What follows belongs to an exercise in optimizing a design on an open flow for small area, a short achievable clock period and few clock cycles per item; a production flow would make more cautious choices.
The RTL was checked by simulation tests, not by an equivalence proof against the original design.
Power figures rest on the tool's default switching activity, not on a simulated workload.

Design heater_handle_supervisor, start of the top module:
module heater_handle_supervisor (
  input  logic                         clk_i,
  input  logic                         rst_ni,
  input  logic                         in_valid_i,
  output logic                         in_ready_o,
  input  logic [hhs_pkg::InW-1:0]      in_data_i,
  output logic                         out_valid_o,
  input  logic                         out_ready_i,
  output logic [hhs_pkg::OutW-1:0]     out_data_o,
  input  logic                         cfg_valid_i,
  output logic                         cfg_ready_o,
  input  logic [hhs_pkg::CfgIdxW-1:0]  cfg_index_i,
  input  logic [hhs_pkg::CfgDataW-1:0] cfg_data_i
);
  logic [15:0] sleep_ticks;
  logic [14:0] error_ticks;
  logic [9:0]  max_temp;
  logic [9:0]  min_temp;
  logic [7:0]  min_air;
  logic [8:0]  cool_lim;
  logic [7:0]  max_air_duty;
  logic [7:0]  sleep_fan_duty;
  logic        s0_valid_q;
  logic        s0_docked_q, s0_cold_q, s0_power_q;
  logic [9:0]  s0_temp_q;
  ...
clock: 9.0 ns
lec_check: 0
cap_margin: 20
core_margin: 2
core_utilization: 40
setup_slack_margin: 4.5
slew_margin: 20
run.sh (not shown) runs the stock make flow with config.mk's settings and CLKGATE_MAP_FILE= SYNTH_SCRIPT=/design/flow/synth_recipe.tcl, a recipe that flattens the netlist after the stock synthesis.
Testbench counts at the start, summed over its fixed seeds: cycles 16,024, items 16,000.
Next try:
- SETUP_SLACK_MARGIN: 4.5 -> 5
After rerunning: Final cell count rose slightly. Combinational power goes up by a few percent. Worst hold slack barely changes. Die area is unchanged. Clock power hardly moves. Global-route usage stays flat. Utilization grows by 0.36 points. Fmax is higher by a little under a tenth. Total power rose slightly.
Next try:
- SETUP_SLACK_MARGIN: 5 -> 3.0
What happened:
- The changed run ran to the end with no violations
- clock skew hardly moves
- clock-buffer cell count shrinks by 2
- setup slack got worse by 460 ps
- final area went down by 1.4%
- critical path depth rises by 1
- synthesized cell count is unchanged
- sequential share of layout area rises by 0.51 points
- power is lower by 0.85%

heater_handle_supervisor, a different RTL version from the one above (not shown whole).
Size in the first run: about 1200 cells after synthesis, ~190 flip-flops, roughly 77 I/O pins, roughly 12000 µm² of cells after synthesis.
==> flow/config.mk <==
export PLATFORM = sky130hd
export DESIGN_NAME = heater_handle_supervisor
export DESIGN_NICKNAME = heater_handle_supervisor
export VERILOG_FILES = /design/flow/design.v
export SDC_FILE = /design/flow/constraint.sdc
export NUM_CORES = 4
export LEC_CHECK = 0
export CAP_MARGIN = 20
export CORE_MARGIN = 2
export CORE_UTILIZATION = 40
export SLEW_MARGIN = 20
==> flow/constraint.sdc <==
create_clock -name core_clock -period 9.0 [get_ports {clk_i}]
set_input_delay 1.8000 -clock core_clock [delete_from_list [all_inputs] [get_ports {clk_i}]]
set_output_delay 1.8000 -clock core_clock [all_outputs]
set_load 0.01 [all_outputs]
standard.sh (not shown) runs the stock make flow with config.mk's settings and CLKGATE_MAP_FILE= SYNTH_SCRIPT=/design/flow/synth_recipe.tcl, a recipe that flattens the netlist after the stock synthesis.
==> flow/flow/run.sh <==
#!/bin/bash
# Layout: the standard flow (standard.sh, which runs the standard synthesis
# unchanged) with two settings changed: the ports are buffered with
# sky130_fd_sc_hd__buf_1 (buffer_ports' own pick is a delay buffer), and the
# timing repair aims for 6.0 ns of setup slack at the design's clock period.
# The make output goes to standard_flow.log; ORFS's logs stay under orfs/logs.
set -euo pipefail
bash standard.sh SETUP_SLACK_MARGIN=6.0 "BUFFER_PORTS_ARGS=-buffer_cell sky130_fd_sc_hd__buf_1" finish > standard_flow.log 2>&1
Testbench counts at the start, summed over its fixed seeds: cycles 16,024, items 16,000.
==> next run, changes <==
--- a/flow/flow/run.sh
+++ b/flow/flow/run.sh
@@ -5 +5 @@
-# timing repair aims for 6.0 ns of setup slack at the design's clock period.
+# timing repair aims for 5.7 ns of setup slack at the design's clock period.
@@ -8 +8 @@
-bash standard.sh SETUP_SLACK_MARGIN=6.0 "BUFFER_PORTS_ARGS=-buffer_cell sky130_fd_sc_hd__buf_1" finish > standard_flow.log 2>&1
+bash standard.sh SETUP_SLACK_MARGIN=5.7 "BUFFER_PORTS_ARGS=-buffer_cell sky130_fd_sc_hd__buf_1" finish > standard_flow.log 2>&1
--- a/flow/config.mk
+++ b/flow/config.mk
@@ -10,0 +11 @@
+export CTS_BUF_LIST = sky130_fd_sc_hd__clkbuf_8
What happened: Cell area shrinks by about 4%; combinational power drops by 6.4%; global-route usage goes down by 0.16 points; maximum frequency falls by 6.2%; worst setup slack got worse by 190 ps; total power decreases by 10%.
==> next run, changes <==
--- a/flow/flow/run.sh
+++ b/flow/flow/run.sh
@@ -5 +5 @@
-# timing repair aims for 5.7 ns of setup slack at the design's clock period.
+# timing repair aims for 6.1 ns of setup slack at the design's clock period.
@@ -8 +8 @@
-bash standard.sh SETUP_SLACK_MARGIN=5.7 "BUFFER_PORTS_ARGS=-buffer_cell sky130_fd_sc_hd__buf_1" finish > standard_flow.log 2>&1
+bash standard.sh SETUP_SLACK_MARGIN=6.1 "BUFFER_PORTS_ARGS=-buffer_cell sky130_fd_sc_hd__buf_1" finish > standard_flow.log 2>&1
Outcome: The new run finished with timing, DRC and antenna clean. Final cell count rises by a few percent. Wire length rises by a little under a tenth. Cell area rises by a few percent. Fmax rises by a few percent. Power rises by a few percent.
==> next run, changes <==
--- a/flow/flow/run.sh
+++ b/flow/flow/run.sh
@@ -5 +5 @@
-# timing repair aims for 6.1 ns of setup slack at the design's clock period.
+# timing repair aims for 6.0 ns of setup slack at the design's clock period.
@@ -8 +8 @@
-bash standard.sh SETUP_SLACK_MARGIN=6.1 "BUFFER_PORTS_ARGS=-buffer_cell sky130_fd_sc_hd__buf_1" finish > standard_flow.log 2>&1
+bash standard.sh SETUP_SLACK_MARGIN=6.0 "BUFFER_PORTS_ARGS=-buffer_cell sky130_fd_sc_hd__buf_1" finish > standard_flow.log 2>&1
--- a/flow/config.mk
+++ b/flow/config.mk
@@ -10 +10 @@
-export CORE_UTILIZATION = 40
+export CORE_UTILIZATION = 50
Worst setup slack gets worse by 21 ps.
Total power increases slightly.
Final area went down by a few percent.
Die area fell by about a fifth.
Wire length shrinks by a few percent.
Combinational power is lower by a few percent.

port drivers added, routing unchanged:
In the flow no input, the clock included, has a driving cell. The finished layouts below were timed again as built, in two steps. Step 1 sets driving cells, clkbuf_16 on the clock port and buf_2 on the other inputs (assumed; they add their load-dependent delay and slew). Step 2 adds t to the input delays and takes it off the output delays; t is the mean of the earliest and latest rising clock arrival at the registers after step 1. Input paths then give back, and output paths get back, about the clock's delay inside the block. Three values: no drivers, after step 1, after step 2; two values: the first two.
| run | t, ns | setup WS [ns] | worst slew at a driven data input, ns |
|---|---|---|---|
| the first run of note 1 | 0.484 | 4.821 / 4.821 / 4.805 | 0.04 |
| the second run of note 1 | 0.486 | 5.146 / 5.146 / 4.766 | 0.04 |
| the third run of note 1 | 0.484 | 4.684 / 4.684 / 4.684 | 0.04 |
| the first run of note 2 | 0.494 | 6.069 / 6.045 / 5.638 | 0.04 |
| the second run of note 2 | 0.532 | 5.875 / 5.875 / 5.407 | 0.04 |
| the third run of note 2 | 0.525 | 6.054 / 6.006 / 5.710 | 0.07 |
| the fourth run of note 2 | 0.506 | 6.033 / 6.029 / 5.652 | 0.04 |
After both steps every run listed still meets setup and hold. The setup slack of the second run of note 2, which loses most, moves by 0.000 ns with the drivers and by -0.468 ns with both steps.
